This is an optimization exercise on Yosys and OpenROAD, whose aim is small area, a short achievable clock period and few clock cycles per item, not a production implementation. Function was checked by simulation only, so behaviour that the tests miss may differ from the original. Power figures rest on the tool's default switching activity, not on a simulated workload.

--- flow/run.sh ---
#!/bin/bash
# synth_recipe.tcl (not shown) runs the flow's synth.tcl, then flattens the netlist and writes it again
# the make line also repeats each setting of config.mk as NAME=value (left out here)
make -C /OpenROAD-flow-scripts/flow DESIGN_CONFIG=/design/flow/config.mk WORK_HOME=/design/flow/orfs CLKGATE_MAP_FILE= SYNTH_SCRIPT=/design/flow/synth_recipe.tcl finish
--- flow/config.mk ---
export PLATFORM = sky130hd
export DESIGN_NAME = ldpc_dec_top
export DESIGN_NICKNAME = ldpc_dec_top
export VERILOG_FILES = /design/flow/design.v
export SDC_FILE = /design/flow/constraint.sdc
export NUM_CORES = 4
export LEC_CHECK = 0
export ABC_AREA = 1
export CAP_MARGIN = 20
export CORE_MARGIN = 2
export CORE_UTILIZATION = 50
export CTS_BUF_LIST = sky130_fd_sc_hd__clkbuf_4 sky130_fd_sc_hd__clkbuf_8
export GPL_ROUTABILITY_DRIVEN = 0
export SETUP_SLACK_MARGIN = 1.5
export SLEW_MARGIN = 20
--- flow/constraint.sdc ---
create_clock -name core_clock -period 4.0 [get_ports {clk}]
set_input_delay 0.8000 -clock core_clock [delete_from_list [all_inputs] [get_ports {clk}]]
set_output_delay 0.8000 -clock core_clock [all_outputs]
set_load 0.01 [all_outputs]
--- flow/design.v ---
`timescale 1ns/1ns
module ldpc_fdec (
  input  logic [7:0] x,
  output logic [7:0] y
);
  logic _000_, _001_, _002_, _003_, _004_, _005_, _006_, _007_, _008_, _009_, _010_, _011_, _012_, _013_, _014_, _015_, _016_, _017_, _018_, _019_, _020_, _021_, _022_, _023_, _024_, _025_, _026_, _027_, _028_, _029_, _030_, _031_, _032_, _033_, _034_, _035_, _036_, _037_, _038_, _039_, _040_, _041_, _042_, _043_, _044_, _045_, _046_, _047_, _048_, _049_, _050_, _051_, _052_, _053_, _054_, _055_, _056_, _057_, _058_, _059_, _060_, _061_, _062_, _063_, _064_, _065_, _066_, _067_, _068_, _069_, _070_, _071_, _072_, _073_, _074_, _075_, _076_, _077_, _078_, _079_, _080_, _081_, _082_, _083_, _084_, _085_, _086_, _087_, _088_, _089_, _090_, _091_, _092_, _093_, _094_, _095_, _096_, _097_, _098_, _099_, _100_, _101_, _102_, _103_, _104_, _105_, _106_, _107_, _108_, _109_, _110_, _111_, _112_, _113_, _114_, _115_, _116_, _117_, _118_, _119_, _120_, _121_, _122_, _123_, _124_, _125_, _126_, _127_, _128_, _129_, _130_, _131_, _132_, _133_, _134_, _135_, _136_, _137_, _138_, _139_, _140_, _141_, _142_, _143_, _144_, _145_, _146_, _147_, _148_, _149_, _150_, _151_, _152_, _153_, _154_, _155_, _156_, _157_, _158_, _159_, _160_, _161_, _162_, _163_, _164_, _165_, _166_, _167_, _168_, _169_, _170_, _171_, _172_, _173_, _174_, _175_, _176_, _177_, _178_, _179_, _180_, _181_, _182_, _183_, _184_, _185_, _186_, _187_, _188_, _189_, _190_, _191_, _192_, _193_, _194_, _195_, _196_, _197_, _198_, _199_, _200_, _201_, _202_, _203_, _204_, _205_, _206_, _207_, _208_, _209_, _210_, _211_, _212_, _213_, _214_, _215_, _216_, _217_, _218_, _219_, _220_, _221_, _222_, _223_, _224_, _225_, _226_, _227_, _228_, _229_, _230_, _231_, _232_, _233_, _234_, _235_, _236_, _237_, _238_, _239_, _240_, _241_, _242_, _243_, _244_, _245_, _246_, _247_, _248_, _249_, _250_, _251_, _252_, _253_, _254_, _255_, _256_, _257_, _258_, _259_, _260_, _261_, _262_, _263_, _264_, _265_, _266_, _267_, _268_, _269_, _270_, _271_, _272_, _273_, _274_, _275_, _276_, _277_, _278_, _279_, _280_, _281_, _282_, _283_, _284_, _285_, _286_, _287_, _288_, _289_, _290_, _291_, _292_, _293_, _294_, _295_, _296_, _297_, _298_;
  assign _058_ = ~x[6];
  assign _069_ = x[5] & ~(x[1]);
  assign _079_ = x[2] & ~(x[3]);
  assign _090_ = _079_ & _069_;
  assign _101_ = _090_ | _058_;
  assign _112_ = x[3] & ~(x[0]);
  assign _122_ = ~x[1];
  assign _133_ = x[0] & x[1];
  assign _144_ = x[3] ? _122_ : _133_;
  assign _154_ = _144_ | _112_;
  assign _165_ = x[2] | ~(x[5]);
  assign _176_ = x[3] & ~(x[2]);
  assign _187_ = _165_ & ~(_176_);
  assign _198_ = _154_ & ~(_187_);
  assign _208_ = _198_ | _101_;
  assign _219_ = x[1] & x[2];
  assign _230_ = _219_ | x[3];
  assign _232_ = x[4] & ~(x[5]);
  assign _233_ = ~(x[3] & x[2]);
  assign _234_ = ~(_233_ & _232_);
  assign _235_ = _230_ & ~(_234_);
  assign _236_ = _235_ | x[7];
  assign _237_ = x[5] | x[4];
  assign _238_ = ~_237_;
  assign _239_ = ~(x[0] | x[1]);
  assign _240_ = x[2] & ~(_239_);
  assign _241_ = _240_ | _238_;
  assign _242_ = _219_ & ~(_237_);
  assign _243_ = ~x[3];
  assign _244_ = ~(x[0] & x[1]);
  assign _245_ = _243_ & ~(_244_);
  assign _246_ = _245_ | _079_;
  assign _247_ = _246_ | _242_;
  assign _248_ = _241_ & ~(_247_);
  assign _249_ = _248_ | ~(_236_);
  assign _250_ = _249_ & ~(_069_);
  assign _251_ = _250_ | _208_;
  assign _252_ = x[7] & ~(x[6]);
  assign _253_ = x[2] | ~(x[1]);
  assign _254_ = ~(x[5] & x[4]);
  assign _255_ = _254_ | _133_;
  assign _256_ = _253_ & ~(_255_);
  assign _257_ = x[1] & ~(x[5]);
  assign _258_ = x[2] & x[4];
  assign _259_ = _257_ & ~(_258_);
  assign _260_ = _259_ | _256_;
  assign _261_ = x[3] & ~(x[5]);
  assign _262_ = _260_ ? _243_ : _261_;
  assign _263_ = _252_ & ~(_262_);
  assign _264_ = _058_ & ~(_165_);
  assign _265_ = x[3] | ~(x[4]);
  assign _266_ = _265_ | _264_;
  assign _267_ = ~(x[7] | x[6]);
  assign _268_ = x[7] & x[6];
  assign _269_ = _268_ | _267_;
  assign _270_ = _257_ & _079_;
  assign _271_ = _270_ | _269_;
  assign _272_ = _266_ & ~(_271_);
  assign _273_ = _272_ | _263_;
  assign _274_ = x[2] | x[4];
  assign _275_ = _274_ | _257_;
  assign _276_ = x[5] | ~(x[2]);
  assign _277_ = _133_ & ~(_276_);
  assign _278_ = _277_ | _258_;
  assign _279_ = _275_ & ~(_278_);
  assign _280_ = x[3] & ~(_279_);
  assign _281_ = _273_ & ~(_280_);
  assign _282_ = _251_ & ~(_281_);
  assign _283_ = x[3] | x[4];
  assign _284_ = x[1] & x[5];
  assign _285_ = x[0] ? _122_ : _284_;
  assign _286_ = ~x[2];
  assign _287_ = x[3] | x[2];
  assign _288_ = x[1] ? _286_ : _287_;
  assign _289_ = ~(_288_ | _285_);
  assign _290_ = _289_ | _283_;
  assign _291_ = x[5] & ~(x[4]);
  assign _292_ = ~(_291_ | _232_);
  assign _293_ = x[1] & x[3];
  assign _294_ = _293_ & ~(_165_);
  assign _295_ = _233_ & ~(_294_);
  assign _296_ = _292_ & ~(_295_);
  assign _297_ = ~x[0];
  assign _298_ = _287_ | x[1];
  assign _000_ = _298_ | x[5];
  assign _001_ = _297_ & ~(_000_);
  assign _002_ = _001_ | _296_;
  assign _003_ = _002_ | ~(_290_);
  assign _004_ = ~(_003_ & _282_);
  assign _005_ = x[1] ? x[5] : x[3];
  assign _006_ = ~(_005_ & _286_);
  assign _007_ = _291_ & ~(x[1]);
  assign _008_ = _006_ & ~(_007_);
  assign _009_ = _230_ | _101_;
  assign _010_ = _008_ & ~(_009_);
  assign _011_ = _010_ | _236_;
  assign _012_ = _004_ & ~(_011_);
  assign _013_ = _012_ | x[5];
  assign _014_ = ~x[5];
  assign _015_ = x[1] & ~(x[4]);
  assign _016_ = _014_ & ~(_015_);
  assign _017_ = _233_ & ~(_291_);
  assign _018_ = _017_ | _016_;
  assign _019_ = _018_ | ~(_208_);
  assign _020_ = x[4] & ~(_208_);
  assign _021_ = ~(_293_ | _234_);
  assign _022_ = ~(_287_ | _284_);
  assign _023_ = x[6] & ~(x[3]);
  assign _024_ = _023_ | _022_;
  assign _025_ = _024_ | _021_;
  assign _026_ = _025_ | _020_;
  assign _027_ = _019_ & ~(_026_);
  assign _028_ = ~x[7];
  assign _029_ = _292_ ^ _122_;
  assign _030_ = _029_ | ~(_253_);
  assign _031_ = x[2] & x[5];
  assign _032_ = ~(_031_ | _291_);
  assign _033_ = _032_ | x[3];
  assign _034_ = _030_ & ~(_033_);
  assign _035_ = _034_ | _028_;
  assign _036_ = _035_ | _027_;
  assign _037_ = x[7] & x[3];
  assign _038_ = x[6] & ~(_037_);
  assign _039_ = _036_ & ~(_038_);
  assign _040_ = _039_ | _292_;
  assign _041_ = _013_ & ~(_040_);
  assign _042_ = ~(_230_ & _028_);
  assign _043_ = ~(_269_ & _014_);
  assign _044_ = _042_ & ~(_043_);
  assign _045_ = _267_ | ~(_254_);
  assign _046_ = _269_ & ~(_238_);
  assign _047_ = _045_ & ~(_046_);
  assign _048_ = ~(_047_ | _044_);
  assign y[6] = _048_ & ~(_041_);
  assign _049_ = _021_ & ~(_058_);
  assign _050_ = ~(_049_ | _036_);
  assign _051_ = ~(x[6] & x[3]);
  assign _052_ = _291_ & ~(_051_);
  assign _053_ = _012_ & ~(_052_);
  assign y[4] = _053_ | _050_;
  assign _054_ = ~(x[7] | x[3]);
  assign _055_ = _058_ & ~(_054_);
  assign _056_ = ~(_055_ & _292_);
  assign _057_ = _054_ & ~(_014_);
  assign _059_ = _057_ | ~(_056_);
  assign _060_ = _059_ & ~(y[4]);
  assign _061_ = _238_ & ~(_269_);
  assign _062_ = x[6] | ~(x[4]);
  assign _063_ = _062_ & ~(_230_);
  assign _064_ = _045_ & ~(_063_);
  assign _065_ = _064_ | _061_;
  assign _066_ = _269_ & ~(_014_);
  assign _067_ = _230_ & ~(_066_);
  assign _068_ = _065_ & ~(_067_);
  assign _070_ = _068_ | _041_;
  assign y[5] = _070_ | _060_;
  assign _071_ = ~(_254_ & x[3]);
  assign _072_ = ~(_071_ | _239_);
  assign _073_ = x[2] & ~(x[1]);
  assign _074_ = _254_ ^ x[3];
  assign _075_ = _073_ ? _074_ : _072_;
  assign _076_ = x[1] | ~(x[3]);
  assign _077_ = ~(_076_ & _286_);
  assign _078_ = _077_ | _254_;
  assign _080_ = ~_267_;
  assign _081_ = x[3] & x[5];
  assign _082_ = ~(_081_ & x[2]);
  assign _083_ = _122_ & ~(_082_);
  assign _084_ = ~(_083_ | _080_);
  assign _085_ = _084_ & _078_;
  assign _086_ = _085_ & ~(_075_);
  assign _087_ = _282_ & ~(_086_);
  assign _088_ = ~(_285_ & _286_);
  assign _089_ = x[2] & ~(_285_);
  assign _091_ = _254_ & ~(_089_);
  assign _092_ = _082_ & ~(_091_);
  assign _093_ = _088_ & ~(_092_);
  assign _094_ = _089_ & ~(_255_);
  assign _095_ = ~(x[1] & x[4]);
  assign _096_ = _095_ | x[0];
  assign _097_ = _176_ & ~(_096_);
  assign _098_ = _097_ | _094_;
  assign _099_ = _098_ | _093_;
  assign _100_ = _297_ & ~(_283_);
  assign _102_ = _100_ | _081_;
  assign _103_ = _291_ | x[1];
  assign _104_ = _102_ & ~(_103_);
  assign _105_ = _104_ | _080_;
  assign _106_ = _099_ & ~(_105_);
  assign _107_ = _274_ & ~(_133_);
  assign _108_ = _081_ & ~(_107_);
  assign _109_ = _108_ | _090_;
  assign _110_ = _263_ & ~(_109_);
  assign _111_ = _110_ | _106_;
  assign _113_ = _288_ & ~(x[7]);
  assign _114_ = x[7] & ~(_274_);
  assign _115_ = _081_ | _258_;
  assign _116_ = _115_ | _114_;
  assign _117_ = _116_ | _113_;
  assign _118_ = _111_ & ~(_117_);
  assign y[3] = _118_ | _087_;
  assign _119_ = _015_ & ~(_107_);
  assign _120_ = ~(_031_ & _243_);
  assign _121_ = _073_ | _261_;
  assign _123_ = _120_ & ~(_121_);
  assign _124_ = _123_ | _119_;
  assign _125_ = ~(_165_ & _243_);
  assign _126_ = _119_ & ~(_125_);
  assign _127_ = _126_ | _294_;
  assign _128_ = _124_ & ~(_127_);
  assign _129_ = _073_ & ~(_074_);
  assign _130_ = _237_ & ~(_133_);
  assign _131_ = _297_ & ~(_076_);
  assign _132_ = ~(_131_ | _069_);
  assign _134_ = ~(_132_ & _130_);
  assign _135_ = ~(_022_ & x[4]);
  assign _136_ = _134_ & ~(_135_);
  assign _137_ = _136_ | x[7];
  assign _138_ = _137_ | _129_;
  assign _139_ = _138_ | _128_;
  assign _140_ = x[1] ? x[0] : x[5];
  assign _141_ = _140_ | _239_;
  assign _142_ = ~(_141_ | _187_);
  assign _143_ = _137_ & ~(_142_);
  assign _145_ = ~_274_;
  assign _146_ = _144_ & ~(_237_);
  assign _147_ = _134_ & ~(_146_);
  assign _148_ = _147_ ? x[2] : _145_;
  assign _149_ = _143_ & ~(_148_);
  assign _150_ = _149_ | _058_;
  assign _151_ = _139_ & ~(_150_);
  assign y[2] = _151_ | _111_;
  assign _152_ = ~_276_;
  assign _153_ = _244_ ? _145_ : _152_;
  assign _155_ = _008_ & ~(_153_);
  assign _156_ = _028_ & ~(_155_);
  assign _157_ = _237_ | ~(_112_);
  assign _158_ = x[0] & ~(x[5]);
  assign _159_ = _158_ | _130_;
  assign _160_ = _158_ & _274_;
  assign _161_ = _160_ | _239_;
  assign _162_ = _159_ & ~(_161_);
  assign _163_ = _157_ & ~(_162_);
  assign _164_ = x[7] & ~(_163_);
  assign _166_ = _037_ ? x[1] : _253_;
  assign _167_ = _073_ | ~(_016_);
  assign _168_ = _166_ & ~(_167_);
  assign _169_ = _168_ | _058_;
  assign _170_ = _169_ | _164_;
  assign _171_ = _170_ | _156_;
  assign _172_ = _286_ & ~(_113_);
  assign _173_ = _233_ | x[0];
  assign _174_ = _015_ & ~(_173_);
  assign _175_ = x[1] ? _232_ : _291_;
  assign _177_ = ~(_175_ | _174_);
  assign _178_ = _172_ | ~(_177_);
  assign _179_ = _243_ & ~(_096_);
  assign _180_ = _177_ & ~(_179_);
  assign _181_ = _172_ & ~(_180_);
  assign _182_ = _237_ & ~(_028_);
  assign _183_ = _274_ & ~(_182_);
  assign _184_ = _183_ | _268_;
  assign _185_ = _184_ | _181_;
  assign _186_ = _178_ & ~(_185_);
  assign _188_ = _141_ | ~(_032_);
  assign _189_ = _144_ | ~(x[4]);
  assign _190_ = x[5] & ~(_015_);
  assign _191_ = _082_ & ~(_190_);
  assign _192_ = _297_ & ~(_079_);
  assign _193_ = _192_ & ~(_176_);
  assign _194_ = _193_ | _191_;
  assign _195_ = _189_ & ~(_194_);
  assign _196_ = _188_ & ~(_195_);
  assign _197_ = _084_ & ~(_196_);
  assign _199_ = _197_ | _186_;
  assign y[1] = _171_ & ~(_199_);
  assign _200_ = ~(x[0] & x[5]);
  assign _201_ = _200_ | _129_;
  assign _202_ = _297_ & ~(_284_);
  assign _203_ = _291_ & _287_;
  assign _204_ = _202_ & ~(_203_);
  assign _205_ = _174_ | _080_;
  assign _206_ = _205_ | _204_;
  assign _207_ = _201_ & ~(_206_);
  assign _209_ = ~(_050_ | _298_);
  assign _210_ = ~(_274_ & _112_);
  assign _211_ = _210_ | ~(_016_);
  assign _212_ = ~(_211_ & _269_);
  assign _213_ = _152_ & ~(_096_);
  assign _214_ = x[0] & ~(_016_);
  assign _215_ = _214_ | _213_;
  assign _216_ = _215_ | _212_;
  assign _217_ = _216_ | _209_;
  assign _218_ = _252_ & ~(_174_);
  assign _220_ = _218_ | ~(_137_);
  assign _221_ = _220_ & ~(_029_);
  assign _222_ = _287_ & ~(_096_);
  assign _223_ = _222_ | ~(_137_);
  assign _224_ = _233_ & ~(_297_);
  assign _225_ = ~(_224_ & _257_);
  assign _226_ = ~(_000_ & x[6]);
  assign _227_ = _225_ & ~(_226_);
  assign _228_ = _223_ & ~(_227_);
  assign _229_ = _228_ | _221_;
  assign _231_ = _217_ & ~(_229_);
  assign y[0] = _231_ | _207_;
  assign y[7] = x[7];
endmodule
`timescale 1ns/1ns
module ldpc_dec_top (
  input  logic         clk,
  input  logic         rst,
  input  logic         cyc,
  input  logic         stb,
  input  logic         we,
  input  logic [7:0]   adr,
  input  logic [31:0]  dat_w,
  output logic [31:0]  dat_r,
  output logic         ack
);
  localparam int NW   = 20;
  localparam int ND   = 18;
  localparam int NG   = 2;              
  localparam int GS   = ND / NG;        
  localparam int PIPE = 1;              
  logic [7:0]     w [NW];
  logic           ready, run;
  logic [GS:0]    ring;                 
  logic [GS-1:0]  rph;                  
  logic [GS-1:0]  wph;                  
  logic           wlast;                
  logic           req, wr, lo_ok, is_stat, go;
  logic [NW-1:0]  asel, sel;
  logic [7:0]     gm [NG];
  logic [7:0]     gq [NG];
  logic [7:0]     gf [NG];
  logic [7:0]     rw, rd;
  assign req     = cyc & stb;
  assign ack     = req;
  assign wr      = req & we;
  assign is_stat = adr == 8'h41;
  assign go      = wr & (adr == 8'h40) & dat_w[0];
  assign lo_ok = (adr[7:5] == 3'b000) & ~run;
  always_comb begin
    for (int i = 0; i < NW; i++)
      asel[i] = lo_ok & (adr[4:0] == 5'(i));
  end
  assign rph   = ring[GS-1:0];
  assign wph   = ring[GS:1];
  assign wlast = ring[GS];
  always_comb begin
    for (int i = 0; i < NW; i++)
      sel[i] = asel[i] | ((i < ND) ? rph[i % GS] : 1'b0);
  end
  always_comb begin
    rw = '0;
    for (int g = 0; g < NG; g++) begin
      gm[g] = '0;
      for (int j = 0; j < GS; j++)
        gm[g] = gm[g] | ({8{sel[g*GS+j]}} & w[g*GS+j]);
      rw = rw | gm[g];
    end
    for (int i = ND; i < NW; i++)
      rw = rw | ({8{sel[i]}} & w[i]);
  end
  for (genvar g = 0; g < NG; g++) begin : g_unit
    if (PIPE) begin : g_pipe
      always_ff @(posedge clk) gq[g] <= gm[g];
    end else begin : g_comb
      assign gq[g] = gm[g];
    end
    ldpc_fdec u_f (.x(gq[g]), .y(gf[g]));
  end
  assign rd    = rw & {8{~run}};
  assign dat_r = {{24{rd[7]}}, rd[7:1], rd[0] | (is_stat & (ready | wlast))};
  always_ff @(posedge clk) begin
    for (int i = 0; i < NW; i++) begin
      if (i < ND && run) begin
        if (wph[i % GS])
          w[i] <= gf[i / GS];
      end else if (wr && asel[i]) begin
        w[i] <= dat_w[7:0];
      end
    end
  end
  always_ff @(posedge clk) begin
    if (rst) begin
      run   <= 1'b0;
      ready <= 1'b0;
      ring  <= '0;
    end else if (run) begin
      ring <= ring << 1;
      if (wlast) begin
        run   <= 1'b0;
        ready <= 1'b1;
      end
    end else if (go) begin
      run   <= 1'b1;
      ready <= 1'b0;
      ring  <= (GS+1)'(1);
    end else if (wr && asel != '0) begin
      ready <= 1'b0;
    end
  end
endmodule
==> flow_summary.ini, run 1 <==
[final_layout]
stdcell_area_um2 = 12690
areaGrowthSynthToFinish_pct = 26.80
final_common_cell = nand2_1
nNetsFinal = 1353
final_cell_mix = 275 x nand2_1, 160 x edfxtp_1, 97 x buf_4
drive_gt1_frac = 0.2950
utilization = 0.6498
antenna_cells = 0

[global_routing]
grt_pass1_wl_um = 45670
grt_pass1_vias = 8197
grt_max_degree = 34
grt_usage = 0.2758
grt_overflow = 0
antenna_found_initial = 0

[hold_path]
whs_path_depth = 2
hold_path.class = flip-flop to flip-flop
hold-path-endpoint = ready$_SDFFE_PP0P_
hold_start = ready$_SDFFE_PP0P_

[status]
status = finished clean

[setup_path]
r2r-end = w[12][1]$_DFFE_PP_
reg2reg_depth = 5
worstPathArrival_ps = 2550
critPathCaptureType = output port
start_kind = primary input
critical_path_class = primary input to output port
rrSetupSlack_ps = 1540
worstPathMaxFanout = 6
crit_required_ps = 3200
r2r_start = run$_SDFF_PP0_

[pwr]
p_leak_nw = 5.315
peakVddDrop_v = 0.0002276
cellPowerDensity_nw_per_um2 = 296.0

[clock_tree]
cts_buffer_depth = 2
clock_latency_ps = 460
cts_root_buf = clkbuf_8
cts_max_level = 4
clock-sinks = 188
cts_tree = built
numCtsBuffers = 17
cts.clk_slew.worst_paths_ps = 90

[sta]
hold_viol_final = 0
rsz0062_at_grt = true
slew_violations = 0
fmax_ghz = 0.2989
period_share = 0.8364
fin_worst_skew_ps = 12.14
slew_headroom = 0.4615
tightest_slew_ps = 802.4
fin_crit_ps = 3346
setup_viol = 0

[route]
ant_nets = 0
drt_wl_total_um = 29070
vias = 8851
drc = 0
wl_per_cell_um = 18.52
first_iter_violations = 844
first_pass_iters = 5
avgViaCountPerCell = 5.638

[yosys]
synth-async-reset-ratio = 0
yosysSeqAreaShare = 0.5362
yosysUniqueCellTypes = 42
syn_nets = 1214
syn_area_um2 = 10010
synth-main-ff-cell = edfxtp_1
syn_avg_cell_area_um2 = 8.678
syn_inst = 1153
ys_warn_count = 8
ys_ff_latch = 188
synth_edf_count = 160

[placement]
port_buffers = 53
post-dp-hpwl_um = 20990
dpl_cell_area_um2 = 11220

[floorplan]
rows = 51
pin_count = 78
initial_utilization = 0.5124
die_area_um2 = 21160
die_w_um = 145.5
coreArea_um2 = 19530
die_h_um = 145.5

[flow_run]
cap_violations = 0
## cells by family after synthesis
family | count (synthesis) | share of synthesized area
buf+inv | 159 | 0.07428
compound gates | 245 | 0.1371
flops | 188 | 0.5362
xor+xnor | 2 | 0.001751
simple gates | 543 | 0.2307
fa+ha+maj | 16 | 0.02001
## final cells by class
| type | count | area [um2] |
|---|---|---|
| fillers | 1708 | 6839 |
| flip-flops and latches | 188 | 5400 |
| multi-input cells | 809 | 4609 |
| repair buffers | 173 | 1479 |
| inverters | 103 | 434.2 |
| well taps | 265 | 331.6 |
| clock buffers | 17 | 234.0 |
| clock inverters | 15 | 198.9 |
## flip-flops by register name, indices dropped and copies added, names as in the netlist
signal,cells
ring,10
run,1
ready,1
gq,16
w,160
## cell usage after synthesis (2+ instances only)
master,n,area [um2]
inv_2,10,37.54
o211ai_1,10,75.07
buf_6,2,22.52
a21oi_1,67,335.3
clkinv_1,3,11.26
nand4_1,10,62.56
o311ai_0,5,43.79
dfxtp_1,28,560.5
ha_1,16,200.2
nor3_1,22,110.1
buf_2,9,45.04
nand2_2,8,50.05
inv_1,90,337.8
o2111ai_1,5,43.79
o21ai_0,120,600.6
nand2_1,314,1179
o21ai_1,7,35.03
o31ai_1,11,82.58
buf_4,32,240.2
nand3_1,70,350.3
nor2_2,8,50.05
nor3b_1,2,15.01
o22ai_1,8,50.05
a31oi_1,3,18.77
edfxtp_1,160,4805
nor2_4,4,45.04
clkbuf_1,12,45.04
o2bb2ai_1,5,43.79
nor2_1,95,356.6
a22o_1,2,17.52
nor3_2,4,40.04
## worst max path at each step
stage,start,endpoint,slack (ps),cells past startpoint
global route,adr[5],dat_r[12],570,18
floorplan,adr[5],dat_r[10],950,14
detailed placement,adr[5],dat_r[22],-350,14
CTS,adr[5],dat_r[18],600,17
finish,adr[5],dat_r[0],650,15
global placement,adr[5],dat_r[28],-310,14
## worst max-delay path: stages
cell and delay (ps):
buf_8 70, buf_6 90, nor2_4 30, nand2_2 90, inv_2 70, nand2_4 120
inv_4 60, a21oi_4 250, buf_4 160, o22ai_2 80, nor2_2 140, nand3b_1 160
o21ai_4 200, nand2_1 70, buf_2 140
## metal layers
metal  up-vias  part of all wire  track usage
li1       4253                 -            -
met1      4073              0.43       0.3984
met2       464              0.46       0.4351
met3        61             0.079      0.04326
met4         0             0.025      0.07843
met5         -                 0            0
## power breakdown
| part | switching, W | internal, W |
|---|---|---|
| logic | 0.000166 | 0.000103 |
| registers | 0.00000776 | 0.00212 |
| clock network | 0.000717 | 0.000643 |
| total | 0.000891 | 0.00286 |
## through the flow
stage               setup TNS (ps)  hold WS (ps)  power [W]  std cells  worst slack, ps
finish                           0         469.4   0.003755       1570            654.4
global route                     0         509.6   0.003879       1570            570.1
CTS                              0         469.2   0.003764       1546            596.1
detailed placement          -10100         455.4   0.002413       1493           -348.4
global placement             -8916         448.9   0.002412       1493           -305.7
floorplan                        0         439.3   0.002308       1153            946.3
## what timing repair did
item,4_1_cts,5_1_grt
hold buffers,0,0
pin swaps,58,54
resized for setup,326,87
endpoints found under the hold margin,0,0
setup endpoints to repair,168,149
setup buffers,19,23
cloned,2,1
Testbench counts, summed over its fixed seeds: cycles 3,008, items 64.
==> run 2, diff against run 1 <==
--- a/flow/config.mk
+++ b/flow/config.mk
@@ -11,5 +11,4 @@
 export CORE_UTILIZATION = 50
 export CTS_BUF_LIST = sky130_fd_sc_hd__clkbuf_4 sky130_fd_sc_hd__clkbuf_8
-export GPL_ROUTABILITY_DRIVEN = 0
-export SETUP_SLACK_MARGIN = 1.5
+export SETUP_SLACK_MARGIN = 2.5
 export SLEW_MARGIN = 20
==> run 2 against run 1 <==
Against the previous run: still clean on timing, DRC and antenna; combinational power rose by 44%; design area is 17% higher; synthesized cell count is the same; worst hold slack improved by 28 ps; first-iteration DRC count unchanged; sequential power about the same; non-clock buffer count rose by 76; die area did not move; final cell count grew 5.2%; area after synthesis unchanged; clock-buffer cell count is the same; critical path depth up 1; critical path type unchanged; highest routed layer unchanged.
==> flow_summary.ini, run 2 <==
[clock_tree]
cts_tree = built
clock_latency_ps = 470
cts_root_buf = clkbuf_8
clock-sinks = 188
cts_max_level = 4
hold_buffers = 0
numCtsBuffers = 17
cts_buffer_depth = 2
cts.clk_slew.worst_paths_ps = 110

[pwr]
switching_share = 0.2610
peakVddDrop_v = 0.0002512
p_leak_nw = 6.043
power_frac_seq = 0.557
p_clk_frac = 0.342
internal_power_w = 0.002816
cellPowerDensity_nw_per_um2 = 256.5
p_sw_w = 0.0009944
p_comb_frac = 0.102
fin_total_pwr_w = 0.003811

[route]
avgViaCountPerCell = 5.827
drc = 0
vias = 9620
first_pass_iters = 6
drt_wl_total_um = 33680
wl_per_cell_um = 20.40
first_iter_violations = 844
ant_nets = 0

[floorplan]
initial_utilization = 0.5124
pin_count = 78
die_h_um = 145.5
die_w_um = 145.5
die_area_um2 = 21160
coreArea_um2 = 19530
rows = 51

[yosys]
synth_top_area_frac = 0.4802
synth_area_leader_cell = edfxtp_1
syn_area_um2 = 10010
ys_warn_count = 8
synth_edf_count = 160
syn_nets = 1214
yosysSeqAreaShare = 0.5362
synth_common_cells = 314 x nand2_1, 160 x edfxtp_1, 120 x o21ai_0
synthTopCellsByArea = edfxtp_1 48%, nand2_1 12%, o21ai_0 6.0%
yosysUniqueCellTypes = 42
synth-main-ff-cell = edfxtp_1
syn_avg_cell_area_um2 = 8.678
syn_inst = 1153
yosysMostFrequentCell = nand2_1
synth-async-reset-ratio = 0
ys_ff_latch = 188

[global_routing]
grt_max_degree = 34
grt_pass1_wl_um = 48010
grt_usage = 0.2884
grt_pass1_vias = 8661
grt_overflow = 0
antenna_found_initial = 0

[final_layout]
multi_input_area_um2 = 5697
drive_gt1_frac = 0.4495
areaGrowthSynthToFinish_pct = 48.51
regMostFlops = w
nFillCells = 1333
largest_register_ffs = 160
instances_no_fill = 1651
stdcell_area_um2 = 14860
final_common_cell = nand2_1
ff_latch_area_um2 = 5418
nNetsFinal = 1434
top_regs = w: 160 flops, gq: 16 flops, ring: 10 flops
antenna_cells = 0
final_cell_mix = 230 x nand2_1, 160 x edfxtp_1, 127 x buf_4

[placement]
port_buffers = 53
post-dp-hpwl_um = 21420
place_inst = 1484
dpl_cell_area_um2 = 11580
routabilityCongestion = 0.9687

[hold_path]
hold_path.class = flip-flop to flip-flop

[setup_path]
crit_top_cell = buf_6
critical_path_class = primary input to output port
r2r-end = w[12][0]$_DFFE_PP_
slowest_stage = nor2_4
critPathCapture = dat_r[25]
cp_num_buf_inv = 9
cp-startpoint = adr[5]
worstPathMaxFanout = 6
crit_chain = buf_6, buf_8, nor2_4, buf_4, buf_6, nand4_4, buf_6, buf_4, nor2_2, nand2_1, o21ai_4, nor3_4, buf_6, buf_12, nor2_4, buf_6
crit_required_ps = 3200
critPathMaxStageDelay_ps = 230
critPathCaptureType = output port
cp.depth = 16
worstPathArrival_ps = 2690
r2r_start = gq[1][5]$_DFF_P_
rrSetupSlack_ps = 1680
start_kind = primary input
critPathTopFamily = buffers and inverters
reg2reg_depth = 10

[sta]
rsz0062_at_grt = true
fin_crit_ps = 3494
fmax_ghz = 0.2862
hold_viol_final = 0
slew_headroom = 0.5447
setup_viol = 0
tns_ps = 0
period_share = 0.8735
tightest_slew_ps = 682.0
fin_worst_skew_ps = 9.626
slew_violations = 0

[status]
status = finished clean

[flow_run]
cap_violations = 0
run 2: cell counts after synthesis:
No cell type changed its count.
run 2: cells by family (layout without fill, tap and decap cells):
kind of cell | Yosys count | after routing | synth area share
and+or+nand+nor | 543 | 548 | 0.2307
xor gates and xnor gates | 2 | 2 | 0.001751
DFF | 188 | 188 | 0.5362
buffers and inverters | 159 | 385 | 0.07428
AOI/OAI and AO/OA | 245 | 247 | 0.1371
adders and majority gates | 16 | 16 | 0.02001
run 2: area by class of cell:
type                            count  area share
Multi-Input combinational cell    813      0.3834
Sequential cell                   188      0.3646
Timing Repair Buffer              249      0.1655
Inverter                          103     0.03494
Tap cell                          265     0.02231
Clock buffer                       17     0.01575
Clock inverter                     15     0.01305
Timing Repair inverter              1   0.0005052
run 2: tightest hold or removal path: stages, from the launching register on:
cell and delay, ps:
dfxtp_1 350, nand2_2 70, a21oi_2 50
run 2: metrics by stage:
step	hold WS, ps	utilization	setup slack [ps]
floorplan	439.3	-	946.3
finish	497.3	0.7610	506.0
global placement	447.0	0.5932	-245.4
CTS	469.4	0.6676	540.1
global route	515.3	0.7610	412.4
detailed placement	457.0	0.5932	-301.3
run 2: worst min-delay path by stage:
stage	from	end	slack [ps]	depth (start not counted)
floorplan	ready$_SDFFE_PP0P_	ready$_SDFFE_PP0P_	440	2
global placement	ready$_SDFFE_PP0P_	ready$_SDFFE_PP0P_	450	2
detailed placement	ready$_SDFFE_PP0P_	ready$_SDFFE_PP0P_	460	2
CTS	ready$_SDFFE_PP0P_	ready$_SDFFE_PP0P_	470	2
global route	ring[4]$_SDFFE_PP0N_	ring[4]$_SDFFE_PP0N_	520	2
finish	ring[4]$_SDFFE_PP0N_	ring[4]$_SDFFE_PP0N_	500	2
run 2: what timing repair did:
action / CTS / global route
setup endpoints to repair: 365 / 365
pin swaps: 50 / 85
cloned: 4 / 7
resized for setup: 341 / 309
buffers inserted: 56 / 68
run 2: routing by layer:
metal	wire length [um]	GRT usage	vias to the layer above
met5	0	0	-
met2	15910	0.4566	485
met1	13880	0.4011	4619
met3	2751	0.04796	91
met4	1137	0.1113	0
li1	-	-	4425
run 2: power groups by stage:
stage / Combinational (W) / Sequential [W] / Clock (W)
finish: 0.000387 / 0.00212 / 0.00130
global route: 0.000412 / 0.00212 / 0.00140
CTS: 0.000299 / 0.00212 / 0.00132
detailed placement: 0.000256 / 0.00217 / 0
global placement: 0.000254 / 0.00217 / 0
floorplan: 0.000153 / 0.00217 / 0
==> run 3, diff against run 2 <==
--- a/flow/config.mk
+++ b/flow/config.mk
@@ -9,6 +9,6 @@
 export CAP_MARGIN = 20
 export CORE_MARGIN = 2
-export CORE_UTILIZATION = 50
+export CORE_UTILIZATION = 58
 export CTS_BUF_LIST = sky130_fd_sc_hd__clkbuf_4 sky130_fd_sc_hd__clkbuf_8
-export SETUP_SLACK_MARGIN = 2.5
+export SETUP_SLACK_MARGIN = 1.5
 export SLEW_MARGIN = 20
==> run 3 against run 2 <==
Against the previous run: area after synthesis unchanged; register-to-register slack got worse by 1000 ps; flip-flop and latch count unchanged; synthesized cell count unchanged; routed wire length decreased by 9.2%; clock-buffer cell count increased by 1; clock power about the same; critical endpoint is now dat_r[0]; worst hold slack got worse by 14 ps; combinational power decreased by 26%; sequential power about the same; sequential share of layout area increased by 6.4 points; maximum frequency decreased by 1.7%.
==> flow_summary.ini, run 3 <==
[clock_tree]
cts_max_level = 4
numCtsBuffers = 17
clock-sinks = 188
cts_tree = built
cts_buffer_depth = 2
clock_latency_ps = 460
hold_buffers = 0
cts.clk_slew.worst_paths_ps = 90
cts_root_buf = clkbuf_8

[sta]
period_share = 0.8888
fmax_ghz = 0.2813
fin_worst_skew_ps = 12.47
fin_crit_ps = 3555
setup_ws_ps = 444.7
slew_headroom = 0.5070
tightest_slew_ps = 734.5
slew_violations = 0
rsz0062_at_grt = true
hold_viol_final = 0
setup_viol = 0

[yosys]
syn_area_um2 = 10010
syn_inst = 1153
synth_common_cells = 314 x nand2_1, 160 x edfxtp_1, 120 x o21ai_0
synth_edf_count = 160
ys_ff_latch = 188
synth-main-ff-cell = edfxtp_1
synth_top_area_frac = 0.4802
syn_nets = 1214
yosysSeqAreaShare = 0.5362
synth_area_leader_cell = edfxtp_1
syn_avg_cell_area_um2 = 8.678
synth-async-reset-ratio = 0
yosysMostFrequentCell = nand2_1
ys_warn_count = 8
yosysUniqueCellTypes = 42
synthTopCellsByArea = edfxtp_1 48%, nand2_1 12%, o21ai_0 6.0%

[route]
ant_nets = 0
avgViaCountPerCell = 6.009
first_pass_iters = 8
vias = 9206
drc = 0
wl_per_cell_um = 19.96
drt_wl_total_um = 30580
first_iter_violations = 1281

[global_routing]
grt_max_degree = 32
grt_usage = 0.3264
grt_overflow = 0
antenna_found_initial = 0
grt_pass1_wl_um = 45570
grt_pass1_vias = 8409

[floorplan]
initial_utilization = 0.5866
coreArea_um2 = 17060
pin_count = 78
die_w_um = 135.3
die_area_um2 = 18320
rows = 48
die_h_um = 135.3

[pwr]
p_leak_nw = 5.247
cellPowerDensity_nw_per_um2 = 292.4
peakVddDrop_v = 0.0004138
fin_total_pwr_w = 0.003684

[flow_run]
cap_violations = 0

[placement]
routabilityCongestion = 0.9603
pre_cts_slack_ps = -206.7
dpl_cell_area_um2 = 11070
port_buffers = 53
post-dp-hpwl_um = 20600

[setup_path]
worstPathMaxFanout = 6
critical_path_class = primary input to output port
critPathMaxStageDelay_ps = 160
worstPathArrival_ps = 2760
critPathCaptureType = output port
critPathTopFamily = buffers and inverters
crit_chain = buf_6, buf_8, inv_12, nand2_4, nor2_4, nand2_2, nor2_4, buf_6, buf_6, nand2_4, nand2_4, buf_6, nand2_4, nand2_4, a21oi_4, nand3_2, buf_4, o21ai_2, nand2_2, buf_6
slowest_stage = a21oi_4
crit_required_ps = 3200
cp_num_buf_inv = 8
start_kind = primary input

[final_layout]
final_common_cell = nand2_1
regMostFlops = w
utilization = 0.7389
areaGrowthSynthToFinish_pct = 25.95
top_regs = w: 160 flops, gq: 16 flops, ring: 10 flops
nFillCells = 1189
stdcell_area_um2 = 12600
largest_register_ffs = 160
drive_gt1_frac = 0.2839
final_cell_mix = 272 x nand2_1, 160 x edfxtp_1, 100 x o21ai_0
nNetsFinal = 1355
antenna_cells = 0

[status]
status = finished clean

[hold_path]
hold_path.class = flip-flop to flip-flop
==> run 3: cell counts after synthesis <==
Identical to the previous run, type by type.
==> run 3: final timing paths <==
path                             start                   end  slack [ps]  cells after the start
setup / recovery                adr[5]              dat_r[0]         440                     20
setup reg to reg        run$_SDFF_PP0_      gq[1][0]$_DFF_P_         650                     26
hold reg to reg   ring[1]$_SDFFE_PP0N_  ring[1]$_SDFFE_PP0N_         480                      2
hold / removal    ring[1]$_SDFFE_PP0N_  ring[1]$_SDFFE_PP0N_         480                      2
==> run 3: stage by stage <==
stage,cells,setup TNS (ps),hold slack [ps]
after floorplan,1153,0,439.3
after global placement,1438,-3437,450.9
after detailed placement,1438,-4737,459.9
after CTS,1507,0,471.5
after global routing,1532,0,500.3
final,1532,0,483.1
==> run 3: metal layers <==
layer,global-route usage,share of wire,vias to the layer above
met5,0,0,-
met4,0.1314,0.042,0
met3,0.05163,0.087,109
met2,0.5214,0.47,572
met1,0.4504,0.40,4279
li1,-,-,4246
==> run 3: kinds of logic (layout without fill, tap and decap cells) <==
| kind of cell | count (synthesis) | count (layout) | synth area share |
|---|---|---|---|
| flip-flops | 188 | 188 | 0.5362 |
| XOR/XNOR | 2 | 2 | 0.001751 |
| AO/OA/AOI/OAI | 245 | 245 | 0.1371 |
| adder cells (fa/ha/maj) | 16 | 16 | 0.02001 |
| buffers and inverters | 159 | 313 | 0.07428 |
| AND/OR/NAND/NOR | 543 | 543 | 0.2307 |
==> run 3: where the power goes <==
group | switching, W | internal (W) | total [W]
combinational | 0.000174 | 0.000113 | 0.000287
sequential | 0.00000783 | 0.00212 | 0.00213
clock | 0.000731 | 0.000540 | 0.00127
==> run 3: worst reg2reg max path: stages, from the launching register on <==
cell and delay [ps]:
dfxtp_1 390, nor2_4 70, nand2_2 150, nor2_4 90, buf_6 120, buf_6 110
nand2_4 60, nand2_4 50, buf_6 140, nand2_4 60, nand2_4 60, a21oi_4 160
nand3_2 110, buf_6 140, buf_6 110, buf_6 110, buf_6 110, buf_4 130
buf_4 120, buf_4 120, buf_4 120, buf_4 120, buf_4 120, buf_4 120
buf_4 120, buf_4 130, buf_4 130
==> run 3: cell type report <==
class,instances,area (um2),share of cell area
Clock buffer,18,241.5,0.01916
Clock inverter,14,178.9,0.01420
Timing Repair Buffer,175,1617,0.1283
Multi-Input combinational cell,806,4437,0.3521
Tap cell,225,281.5,0.02234
Timing Repair inverter,3,15.01,0.001191
Inverter,103,431.7,0.03425
Sequential cell,188,5400,0.4285
==> run 3: what timing repair did <==
item,in CTS,in global routing
cloned,3,3
endpoints found under the hold margin,0,0
setup buffers,34,22
endpoints found under the setup margin,155,174
resized for setup,288,82
pin swaps,36,31
==> run 4, diff against run 3 <==
--- a/flow/design.v
+++ b/flow/design.v
@@ -352,5 +352,5 @@
       asel[i] = lo_ok & (adr[4:0] == 5'(i));
   end
-  assign rph   = ring[GS-1:0];
+  assign rph   = ring[GS-1:0] | GS'(go);
   assign wph   = ring[GS:1];
   assign wlast = ring[GS];
@@ -404,5 +404,5 @@
       run   <= 1'b1;
       ready <= 1'b0;
-      ring  <= (GS+1)'(1);
+      ring  <= (GS+1)'(2);   
     end else if (wr && asel != '0) begin
       ready <= 1'b0;
--- a/flow/config.mk
+++ b/flow/config.mk
@@ -9,5 +9,5 @@
 export CAP_MARGIN = 20
 export CORE_MARGIN = 2
-export CORE_UTILIZATION = 58
+export CORE_UTILIZATION = 50
 export CTS_BUF_LIST = sky130_fd_sc_hd__clkbuf_4 sky130_fd_sc_hd__clkbuf_8
 export SETUP_SLACK_MARGIN = 1.5
==> run 4 against run 3 <==
Against the previous run: non-clock buffer count is 6 lower; worst hold slack better by 4.5 ps; via count shrank 5.2%; still clean; clock-buffer cell count is 1 lower; synthesized cell count is 0.87% higher; critical path type unchanged; setup slack improved by 170 ps; sequential share of layout area up 0.19 points; core utilization down 9.9 points; first-iteration DRC count is 40% lower; routed wire length decreased by 4.2%; largest power group unchanged.
==> flow_summary.ini, run 4 <==
[pwr]
peakVddDrop_v = 0.0002959
p_leak_nw = 5.357
fin_total_pwr_w = 0.003560
cellPowerDensity_nw_per_um2 = 285.0

[yosys]
yosysUniqueCellTypes = 44
syn_avg_cell_area_um2 = 8.589
syn_area_um2 = 9990
synth-async-reset-ratio = 0
synth_common_cells = 364 x nand2_1, 160 x edfxtp_1, 99 x inv_1
syn_nets = 1224
synth-main-ff-cell = edfxtp_1
synthTopCellsByArea = edfxtp_1 48%, nand2_1 14%, dfxtp_1 5.4%
yosysSeqAreaShare = 0.5351
synth_area_leader_cell = edfxtp_1
synth_edf_count = 160
yosysMostFrequentCell = nand2_1
ys_warn_count = 8
ys_ff_latch = 187
synth_top_area_frac = 0.4810
syn_inst = 1163

[clock_tree]
hold_buffers = 0
clock_latency_ps = 460
cts_max_level = 4
cts_root_buf = clkbuf_8
clock-sinks = 187
numCtsBuffers = 17
cts.clk_slew.worst_paths_ps = 90
cts_buffer_depth = 2
cts_tree = built

[sta]
setup_viol = 0
tightest_slew_ps = 1010
fin_worst_skew_ps = 20.18
period_share = 0.8473
fin_crit_ps = 3389
hold_viol_final = 0
slew_violations = 0
slew_headroom = 0.3196
fmax_ghz = 0.2951
rsz0062_at_grt = true
setup_ws_ps = 611.0
worst_hold_slack_ps = 487.6

[setup_path]
worstPathMaxFanout = 7
crit_required_ps = 3200
critPathCaptureType = output port
slowest_stage = or2_1
crit_chain = buf_6, nor2_4, buf_4, and2_4, nand2_2, nor2_2, or2_1, buf_6, nand2_2, nand3_2, nor2_1, buf_4, nand4_1, nor2_1, nor2_2, buf_2
worstPathArrival_ps = 2590
critPathTopFamily = simple AND/OR/NAND/NOR gates
critical_path_class = primary input to output port
cp_num_buf_inv = 5
start_kind = primary input
critPathMaxStageDelay_ps = 250

[final_layout]
antenna_cells = 0
largest_register_ffs = 160
regMostFlops = w
instances_no_fill = 1578
nNetsFinal = 1362
top_regs = w: 160 flops, gq: 16 flops, ring: 9 flops
final_cell_mix = 324 x nand2_1, 160 x edfxtp_1, 91 x buf_4
areaGrowthSynthToFinish_pct = 25.08
final_common_cell = nand2_1
drive_gt1_frac = 0.2841

[global_routing]
antenna_found_initial = 0
grt_usage = 0.2758
grt_max_degree = 39
grt_pass1_vias = 8282
grt_overflow = 0
grt_pass1_wl_um = 45620

[floorplan]
die_h_um = 145.3
pin_count = 78
initial_utilization = 0.5116
die_area_um2 = 21130
rows = 51
coreArea_um2 = 19530
die_w_um = 145.3

[flow_run]
cap_violations = 0

[hold_path]
hold_path.class = flip-flop to flip-flop

[route]
avgViaCountPerCell = 5.529
ant_nets = 0
first_pass_iters = 5
wl_per_cell_um = 18.57
drc = 0
first_iter_violations = 766
vias = 8725
drt_wl_total_um = 29310

[placement]
place_inst = 1504
post-dp-hpwl_um = 21460
port_buffers = 53
pre_cts_slack_ps = -253.8
routabilityCongestion = 0.9769

[status]
status = finished clean
-- run 4: routing by layer --
layer  wire, um  GRT usage  part of all wire  vias up
li1           -          -                 -     4209
met1      12740     0.3851              0.43     4095
met2      13760     0.4443              0.47      344
met3       1641    0.03135             0.056       77
met4       1161     0.1103             0.040        0
met5          0          0                 0        -
-- run 4: path summary, 6_finish.rpt --
check,startpoint,to,slack (ps),depth (start not counted)
worst max-delay path,adr[5],dat_r[4],610,16
worst min-delay path,ring[8]$_SDFFE_PP0N_,ring[8]$_SDFFE_PP0N_,490,2
worst max register to register,gq[0][4]$_DFF_P_,w[5][1]$_DFFE_PP_,1270,11
worst min register to register,ring[8]$_SDFFE_PP0N_,ring[8]$_SDFFE_PP0N_,490,2
-- run 4: power by group --
part | switching (W) | leakage [nW] | internal [W] | total [W]
clock | 0.000713 | 0.182 | 0.000453 | 0.00117
sequential | 0.00000837 | 1.66 | 0.00211 | 0.00212
combinational | 0.000167 | 3.51 | 0.000109 | 0.000276
total | 0.000889 | 5.36 | 0.00267 | 0.00356
-- run 4: worst reg2reg max path, cell delays in order (launching register included) --
cell and delay, ps:
dfxtp_1 320, buf_4 200, clkinvlp_4 160, ha_1 240
inv_1 170, nor2_1 90, a211oi_1 360, o21ai_0 150
nand3_1 90, nand3_1 60, nand3_1 110, o21ai_0 370
-- run 4: metrics by stage --
step | utilization | cell area (um2) | TNS (ps)
floorplan | - | 10070 | 0
global placement | 0.5716 | 11160 | -6056
detailed placement | 0.5716 | 11160 | -7619
CTS | 0.6206 | 12120 | 0
global route | 0.6399 | 12490 | 0
finish | 0.6399 | 12490 | 0
-- run 4: area by class of cell --
class	count	area, um2
clock buffer	17	234.0
clock inverter	14	128.9
fill	1658	7032
inverter	111	442.9
multi-input combinational	815	4481
sequential	187	5378
tap	265	331.6
timing repair buffer	169	1499
-- run 4: cells by family (layout without fill, tap and decap cells) --
| kind of cell | count (synthesis) | after routing | synth area share |
|---|---|---|---|
| AO/OA/AOI/OAI | 188 | 188 | 0.1100 |
| AND/OR/NAND/NOR | 606 | 609 | 0.2560 |
| XOR/XNOR | 2 | 2 | 0.001754 |
| adder cells (fa/ha/maj) | 16 | 16 | 0.02004 |
| flip-flops | 187 | 187 | 0.5351 |
| buffers and inverters | 164 | 311 | 0.07716 |
-- run 4: what timing repair did --
item / 4_1_cts / 5_1_grt
buffers inserted: 24 / 16
pin swaps: 69 / 31
endpoints found under the setup margin: 185 / 159
gates resized for setup: 324 / 76
gates cloned: 3 / 0
Testbench counts of run 4, summed over its fixed seeds: cycles 2,944, items 64.
==> run 5, diff against run 4 <==
--- a/flow/config.mk
+++ b/flow/config.mk
@@ -9,6 +9,6 @@
 export CAP_MARGIN = 20
 export CORE_MARGIN = 2
-export CORE_UTILIZATION = 50
+export CORE_UTILIZATION = 45
 export CTS_BUF_LIST = sky130_fd_sc_hd__clkbuf_4 sky130_fd_sc_hd__clkbuf_8
-export SETUP_SLACK_MARGIN = 1.5
+export SETUP_SLACK_MARGIN = 1.25
 export SLEW_MARGIN = 20
==> run 5 against run 4 <==
Against the previous run: clock-buffer cell count unchanged; highest routed layer unchanged; critical endpoint is now dat_r[27]; total power up 0.25%; combinational power about the same; critical path type unchanged; via count fell by 0.63%; area after synthesis unchanged; sequential power barely moved.
==> flow_summary.ini, run 5 <==
[final_layout]
areaGrowthSynthToFinish_pct = 22.98
drive_gt1_frac = 0.2617
antenna_cells = 0
instances_no_fill = 1587
final_common_cell = nand2_1
utilization = 0.5630
regMostFlops = w
final_cell_mix = 321 x nand2_1, 160 x edfxtp_1, 93 x buf_4
stdcell_area_um2 = 12290
nNetsFinal = 1355
largest_register_ffs = 160
top_regs = w: 160 flops, gq: 16 flops, ring: 9 flops

[setup_path]
start_kind = primary input
crit_required_ps = 3200
critPathCaptureType = output port
worstPathArrival_ps = 2640
crit_chain = buf_6, nor2_4, inv_2, buf_4, nor3_2, buf_4, nand3_1, nand4_1, nor2_4, buf_6, buf_6, nor2_4, buf_6
critical_path_class = primary input to output port
worstPathMaxFanout = 19
crit_top_cell = buf_6
cp_num_buf_inv = 7
critPathTopFamily = buffers and inverters
critPathMaxStageDelay_ps = 270
slowest_stage = buf_4

[clock_tree]
cts_tree = built
clock_latency_ps = 460
cts_buffer_depth = 2
cts_root_buf = clkbuf_8
cts.clk_slew.worst_paths_ps = 90
numCtsBuffers = 17
clock-sinks = 187
hold_buffers = 0
cts_max_level = 4

[route]
drt_wl_total_um = 29360
avgViaCountPerCell = 5.463
drc = 0
vias = 8670
wl_per_cell_um = 18.50
first_iter_violations = 588
ant_nets = 0
first_pass_iters = 5

[global_routing]
grt_pass1_vias = 8244
grt_overflow = 0
antenna_found_initial = 0
grt_pass1_wl_um = 45590
grt_usage = 0.2502
grt_max_degree = 38

[status]
status = finished clean

[sta]
worst_hold_slack_ps = 488.3
slew_violations = 0
slew_headroom = 0.3382
hold_viol_final = 0
tightest_slew_ps = 982.2
fmax_ghz = 0.2903
fin_crit_ps = 3444
tns_ps = 0
period_share = 0.8610
fin_worst_skew_ps = 13.92
rsz0062_at_grt = true
setup_viol = 0

[floorplan]
coreArea_um2 = 21820
die_area_um2 = 23410
die_w_um = 153.0
die_h_um = 153.0
initial_utilization = 0.4577
pin_count = 78
rows = 54

[yosys]
yosysSeqAreaShare = 0.5351
synth-async-reset-ratio = 0
ys_ff_latch = 187
synth_common_cells = 364 x nand2_1, 160 x edfxtp_1, 99 x inv_1
syn_avg_cell_area_um2 = 8.589
synthTopCellsByArea = edfxtp_1 48%, nand2_1 14%, dfxtp_1 5.4%
synth-main-ff-cell = edfxtp_1
syn_area_um2 = 9990
synth_top_area_frac = 0.4810
ys_warn_count = 8
syn_inst = 1163
yosysMostFrequentCell = nand2_1
syn_nets = 1224
synth_edf_count = 160
yosysUniqueCellTypes = 44
synth_area_leader_cell = edfxtp_1

[pwr]
peakVddDrop_v = 0.0003284
cellPowerDensity_nw_per_um2 = 290.5
p_leak_nw = 5.250

[hold_path]
hold_path.class = flip-flop to flip-flop

[placement]
port_buffers = 53
place_inst = 1516
post-dp-hpwl_um = 21670
routabilityCongestion = 0.9728
dpl_cell_area_um2 = 11140

[flow_run]
cap_violations = 0
-- run 5: timing repair --
| item | CTS | global route |
|---|---|---|
| setup buffers | 21 | 15 |
| hold endpoints to repair | 0 | 0 |
| endpoints found under the setup margin | 105 | 150 |
| gates resized for setup | 280 | 73 |
| cloned | 3 | 0 |
| pin swaps | 49 | 42 |
-- run 5: worst reg2reg max path, stage by stage, from the launching register on --
cell and delay (ps):
dfxtp_1 410, buf_4 220, ha_2 290, inv_1 100
ha_1 300, nor2_1 220, nor2_1 80, o21ai_0 80
nand3_1 100, nand2_1 140, nand2_1 80, o21ai_1 420
-- run 5: layer usage --
layer  up-vias  global-route usage  wire, um
li1       4194                   -         -
met1      4068              0.3489     12730
met2       355              0.4012     13830
met3        53             0.03289      1872
met4         0             0.09524       927
met5         -                   0         0
-- run 5: final cells by class --
type                    instances  area (um2)
inverters                     111       444.2
repair buffers                163        1423
well taps                     280       350.3
fillers                      2009        9538
clock buffers                  17       234.0
multi-input cells             814        4339
clock inverters                15       136.4
flip-flops and latches        187        5359
-- run 5: where the power goes --
part	switching, W	internal (W)	total, W
sequential	0.00000749	0.00211	0.00212
combinational	0.000167	0.000106	0.000273
clock	0.000678	0.000499	0.00118
total	0.000853	0.00272	0.00357
-- run 5: logic make-up after synthesis --
| group | after synthesis | share of synthesized area |
|---|---|---|
| xor+xnor | 2 | 0.001754 |
| compound gates | 188 | 0.1100 |
| flops | 187 | 0.5351 |
| buf+inv | 164 | 0.07716 |
| simple gates | 606 | 0.2560 |
| fa+ha+maj | 16 | 0.02004 |
-- run 5: final timing paths --
check	start	end	slack [ps]	cells past startpoint
worst min register to register	ring[4]$_SDFFE_PP0N_	ring[4]$_SDFFE_PP0N_	490	2
worst min-delay path	ring[4]$_SDFFE_PP0N_	ring[4]$_SDFFE_PP0N_	490	2
worst max register to register	gq[0][5]$_DFF_P_	w[4][2]$_DFFE_PP_	1260	11
worst max-delay path	adr[6]	dat_r[27]	560	13
-- run 5: through the flow --
| step | setup slack, ps | total power (W) |
|---|---|---|
| 5_1_grt | 451.6 | 0.003683 |
| 3_3_place_gp | -294.5 | 0.002404 |
| 2_1_floorplan | 858.7 | 0.002297 |
| 6_report | 555.8 | 0.003569 |
| 3_5_place_dp | -308.6 | 0.002403 |
| 4_1_cts | 473.7 | 0.003573 |
==> run 6, diff against run 5 <==
--- a/flow/design.v
+++ b/flow/design.v
@@ -1,3 +1,42 @@
 `timescale 1ns/1ns
+module ldpc_adec (
+  input  logic [7:0]                  adr,
+  input  logic                        off,
+  output logic [20-1:0]     asel
+);
+  logic [3:0] p;   
+  logic [4:0] q;   
+  always_comb begin
+    for (int j = 0; j < 4; j++)
+      p[j] = adr[1:0] == 2'(j);
+    for (int k = 0; k < 5; k++)
+      q[k] = ~off & (adr[7:2] == 6'(k));
+    for (int i = 0; i < 20; i++)
+      asel[i] = p[i % 4] & q[i / 4];
+  end
+endmodule
+`timescale 1ns/1ns
+module ldpc_rmux #(
+  parameter int NG = 2,
+  parameter int GS = 9
+) (
+  input  logic [8*20-1:0]   w,
+  input  logic [20-1:0]     sel,
+  output logic [8*NG-1:0]             gm,
+  output logic [7:0]                  rw
+);
+  always_comb begin
+    rw = '0;
+    for (int g = 0; g < NG; g++) begin
+      gm[g*8 +: 8] = '0;
+      for (int j = 0; j < GS; j++)
+        gm[g*8 +: 8] = gm[g*8 +: 8] | ({8{sel[g*GS+j]}} & w[(g*GS+j)*8 +: 8]);
+      rw = rw | gm[g*8 +: 8];
+    end
+    for (int i = NG*GS; i < 20; i++)
+      rw = rw | ({8{sel[i]}} & w[i*8 +: 8]);
+  end
+endmodule
+`timescale 1ns/1ns
 module ldpc_fdec (
   input  logic [7:0] x,
@@ -336,5 +375,5 @@
   logic [GS-1:0]  wph;                  
   logic           wlast;                
-  logic           req, wr, lo_ok, is_stat, go;
+  logic           req, wr, is_stat, go;
   logic [NW-1:0]  asel, sel;
   logic [7:0]     gm [NG];
@@ -347,10 +386,6 @@
   assign is_stat = adr == 8'h41;
   assign go      = wr & (adr == 8'h40) & dat_w[0];
-  assign lo_ok = (adr[7:5] == 3'b000) & ~run;
-  always_comb begin
-    for (int i = 0; i < NW; i++)
-      asel[i] = lo_ok & (adr[4:0] == 5'(i));
-  end
-  assign rph   = ring[GS-1:0] | GS'(go);
+  ldpc_adec u_adec (.adr(adr), .off(run), .asel(asel));
+  assign rph   = ring[GS-1:0];
   assign wph   = ring[GS:1];
   assign wlast = ring[GS];
@@ -359,15 +394,13 @@
       sel[i] = asel[i] | ((i < ND) ? rph[i % GS] : 1'b0);
   end
+  logic [8*NW-1:0] wflat;
+  logic [8*NG-1:0] gmflat;
   always_comb begin
-    rw = '0;
-    for (int g = 0; g < NG; g++) begin
-      gm[g] = '0;
-      for (int j = 0; j < GS; j++)
-        gm[g] = gm[g] | ({8{sel[g*GS+j]}} & w[g*GS+j]);
-      rw = rw | gm[g];
-    end
-    for (int i = ND; i < NW; i++)
-      rw = rw | ({8{sel[i]}} & w[i]);
+    for (int i = 0; i < NW; i++)
+      wflat[i*8 +: 8] = w[i];
+    for (int g = 0; g < NG; g++)
+      gm[g] = gmflat[g*8 +: 8];
   end
+  ldpc_rmux #(.NG(NG), .GS(GS)) u_rmux (.w(wflat), .sel(sel), .gm(gmflat), .rw(rw));
   for (genvar g = 0; g < NG; g++) begin : g_unit
     if (PIPE) begin : g_pipe
@@ -404,5 +437,5 @@
       run   <= 1'b1;
       ready <= 1'b0;
-      ring  <= (GS+1)'(2);   
+      ring  <= (GS+1)'(1);
     end else if (wr && asel != '0) begin
       ready <= 1'b0;
--- a/flow/config.mk
+++ b/flow/config.mk
@@ -9,6 +9,7 @@
 export CAP_MARGIN = 20
 export CORE_MARGIN = 2
-export CORE_UTILIZATION = 45
-export CTS_BUF_LIST = sky130_fd_sc_hd__clkbuf_4 sky130_fd_sc_hd__clkbuf_8
-export SETUP_SLACK_MARGIN = 1.25
+export CORE_UTILIZATION = 40
+export SETUP_SLACK_MARGIN = 1.5
 export SLEW_MARGIN = 20
+export SYNTH_HIERARCHICAL = 1
+export SYNTH_MINIMUM_KEEP_SIZE = 0
==> run 6 against run 5 <==
Against the previous run: critical path depth is 8 higher; sequential share of layout area shrank 2.6 points; design area is 6.8% higher; global-route usage decreased by 4.5 points; sequential power about the same; register-to-register slack improved by 380 ps; still clean; maximum frequency down 1.2%; area after synthesis is 5.9% higher; synthesized cell count is 8.0% higher; setup slack got worse by 42 ps; total power grew 17%; via count rose by 2.6%.
==> flow_summary.ini, run 6 <==
[final_layout]
top_regs = w: 160 flops, gq: 16 flops, ring: 10 flops
stdcell_area_um2 = 13120
drive_gt1_frac = 0.2839
areaGrowthSynthToFinish_pct = 24.01
final_cell_mix = 362 x nand2_1, 160 x edfxtp_1, 94 x buf_4
nFillCells = 2458
nNetsFinal = 1430
largest_register_ffs = 160
antenna_cells = 0
ff_latch_area_um2 = 5384
final_common_cell = nand2_1
multi_input_area_um2 = 4652
instances_no_fill = 1716
regMostFlops = w
utilization = 0.5049

[sta]
setup_viol = 0
fin_worst_skew_ps = 9.945
fin_crit_ps = 3486
period_share = 0.8715
setup_ws_ps = 514.0
slew_headroom = 0.5525
hold_viol_final = 0
fmax_ghz = 0.2869
worst_hold_slack_ps = 470.2
slew_violations = 0
rsz0062_at_grt = true
tightest_slew_ps = 671.2

[floorplan]
rows = 59
initial_utilization = 0.4072
coreArea_um2 = 25980
die_h_um = 166.6
pin_count = 78
die_area_um2 = 27770
die_w_um = 166.6

[global_routing]
grt_max_degree = 55
grt_pass1_wl_um = 45110
antenna_found_initial = 0
grt_pass1_vias = 8369
grt_overflow = 0
grt_usage = 0.2057

[route]
avgViaCountPerCell = 5.182
ant_nets = 0
first_pass_iters = 5
drc = 0
drt_wl_total_um = 28680
first_iter_violations = 778
wl_per_cell_um = 16.72
vias = 8893

[yosys]
synth_top_area_frac = 0.4541
ys_warn_count = 16
synth_area_leader_cell = edfxtp_1
syn_inst = 1256
yosysUniqueCellTypes = 42
yosysSeqAreaShare = 0.5071
ys_ff_latch = 188
synth-async-reset-ratio = 0
synth_edf_count = 160
syn_avg_cell_area_um2 = 8.424
synth-main-ff-cell = edfxtp_1
synthTopCellsByArea = edfxtp_1 45%, nand2_1 15%, dfxtp_1 5.3%
syn_area_um2 = 10580
yosysMostFrequentCell = nand2_1
synth_common_cells = 416 x nand2_1, 160 x edfxtp_1, 118 x nor2_1
syn_nets = 1317

[pwr]
p_leak_nw = 5.670
p_sw_w = 0.0008899
cellPowerDensity_nw_per_um2 = 317.7
peakVddDrop_v = 0.0002940
p_clk_frac = 0.424
switching_share = 0.2135
p_comb_frac = 0.065
internal_power_w = 0.003278
power_frac_seq = 0.511

[hold_path]
hold_path.class = flip-flop to flip-flop

[clock_tree]
clock-sinks = 188
cts_buffer_depth = 2
cts_max_level = 4
clock_latency_ps = 430
cts_tree = built
numCtsBuffers = 17
cts.clk_slew.worst_paths_ps = 70
cts_root_buf = clkbuf_16

[placement]
dpl_cell_area_um2 = 11640
port_buffers = 53
routabilityCongestion = 0.9427
pre_cts_slack_ps = -177.7
place_inst = 1650
post-dp-hpwl_um = 21020

[setup_path]
start_kind = primary input
worstPathMaxFanout = 6
worstPathArrival_ps = 2690
critPathCaptureType = output port
critical_path_class = primary input to output port
crit_required_ps = 3200

[flow_run]
cap_violations = 0

[status]
status = finished clean
-- run 6: cell count changes in the layout (fill, tap and decap cells not counted), sizes merged, moves of 4 or more --
cell,before,now
o31ai,2,18
inv,110,127
nor2,109,150
o21ai,79,42
a22o,0,8
clkinvlp,12,2
clkdlybuf4s50,8,12
o2bb2ai,8,0
nand2,377,434
a21oi,56,36
-- run 6: power groups by stage --
| stage | registers (W) | clock network (W) | logic (W) |
|---|---|---|---|
| after global placement | 0.00217 | 0 | 0.000239 |
| after floorplan | 0.00217 | 0 | 0.000145 |
| after global routing | 0.00213 | 0.00187 | 0.000296 |
| final | 0.00213 | 0.00177 | 0.000271 |
| after CTS | 0.00213 | 0.00179 | 0.000261 |
| after detailed placement | 0.00217 | 0 | 0.000238 |
-- run 6: worst paths after layout --
kind	end	cells after the start	startpoint	slack, ps
min reg2reg	ring[1]$_SDFFE_PP0P_	2	ring[0]$_SDFFE_PP0P_	470
max reg2reg	w[15][5]$_DFFE_PP_	17	gq[1][5]$_DFF_P_	1640
max	dat_r[17]	21	adr[6]	510
min	ring[1]$_SDFFE_PP0P_	2	ring[0]$_SDFFE_PP0P_	470
-- run 6: area by class of cell --
class,instances,area share
sequential,188,0.4104
multi-input combinational,867,0.3546
timing repair buffer,169,0.1180
inverter,126,0.03796
clock buffer,18,0.03271
tap,335,0.03195
clock inverter,13,0.01450
-- run 6: logic make-up (layout without fill, tap and decap cells) --
group / count (synthesis) / in the layout / share of synthesized area
simple gates: 703 / 703 / 0.2826
buf+inv: 201 / 326 / 0.1022
flops: 188 / 188 / 0.5071
compound gates: 146 / 146 / 0.08751
fa+ha+maj: 16 / 16 / 0.01892
xor+xnor: 2 / 2 / 0.001656
-- run 6: layer usage --
layer,global-route usage,up-vias,share of wire
li1,-,4363,-
met1,0.2804,4099,0.45
met2,0.3308,365,0.46
met3,0.03232,66,0.059
met4,0.07984,0,0.033
met5,0,-,0
-- run 6: through the flow --
stage,TNS (ps),total power [W]
4_1_cts,0,0.004183
2_1_floorplan,0,0.002315
3_5_place_dp,-5226,0.002412
5_1_grt,0,0.004291
6_report,0,0.004168
3_3_place_gp,-4837,0.002413
-- run 6: per-module statistics from Yosys (local to each module, per instance), a selection --
module / cells inside / flip-flops and latches
ldpc_dec_top: 415 / 188
ldpc_fdec: 241 / 0
ldpc_adec: 51 / 0
-- run 6: repair_timing --
| action | CTS | global route |
|---|---|---|
| buffers inserted | 23 | 9 |
| pin swaps | 51 | 41 |
| endpoints found under the hold margin | 0 | 0 |
| resized for setup | 294 | 62 |
| cloned | 3 | 0 |
| endpoints found under the setup margin | 151 | 158 |
| hold buffers | 0 | 0 |
-- run 6: critical path, cell delays in order --
cell     delay [ps]
buf_6            90
buf_6           120
inv_12           40
nand2_4          40
nor2_4          200
nand2_4         130
nor2_4          110
inv_2            50
nand2_2          70
nand2_1          60
nand3_2         100
nor2_4           40
nand2_2          80
nor2_2           50
nand2_2          80
inv_2            40
nor2_4          120
buf_12          140
buf_12          100
buf_16          110
buf_6           100
Testbench counts of run 6, summed over its fixed seeds: cycles 3,008, items 64.

static timing again, ports no longer ideal:
The results above use ideal ports. As a check the final layouts listed here were re-extracted and re-timed, cells and wires unchanged.
Step 1 (the two cells are an assumption about what drives the block):
set clk [get_ports {clk}]
set_driving_cell -lib_cell sky130_fd_sc_hd__clkbuf_16 $clk
set_driving_cell -lib_cell sky130_fd_sc_hd__buf_2 [delete_from_list [all_inputs] $clk]
Step 2 also shifts input and output timing later by t, the mid clock arrival at the registers, as if the neighbouring blocks saw the same clock.
a / b / c = no drivers / after step 1 / after step 2; a / b = the first two.
| run | shift t [ns] | setup slack, ns | slew at the worst register clock pin (ns) |
|---|---|---|---|
| run 1 | 0.494 | 0.654 / 0.552 / 0.552 | 0.10 / 0.10 |
| run 2 | 0.508 | 0.506 / 0.472 / 0.472 | 0.11 / 0.11 |
| run 3 | 0.488 | 0.445 / 0.406 / -0.038 | 0.10 / 0.10 |
| run 4 | 0.485 | 0.611 / 0.574 / 0.574 | 0.11 / 0.11 |
| run 5 | 0.493 | 0.556 / 0.513 / 0.513 | 0.10 / 0.10 |
| run 6 | 0.465 | 0.514 / 0.483 / 0.483 | 0.07 / 0.07 |
Met with ideal ports but missed after step 2: setup timing in run 3. The setup slack of run 3, which loses most, moves by -0.039 ns with the drivers and by -0.483 ns with both steps.
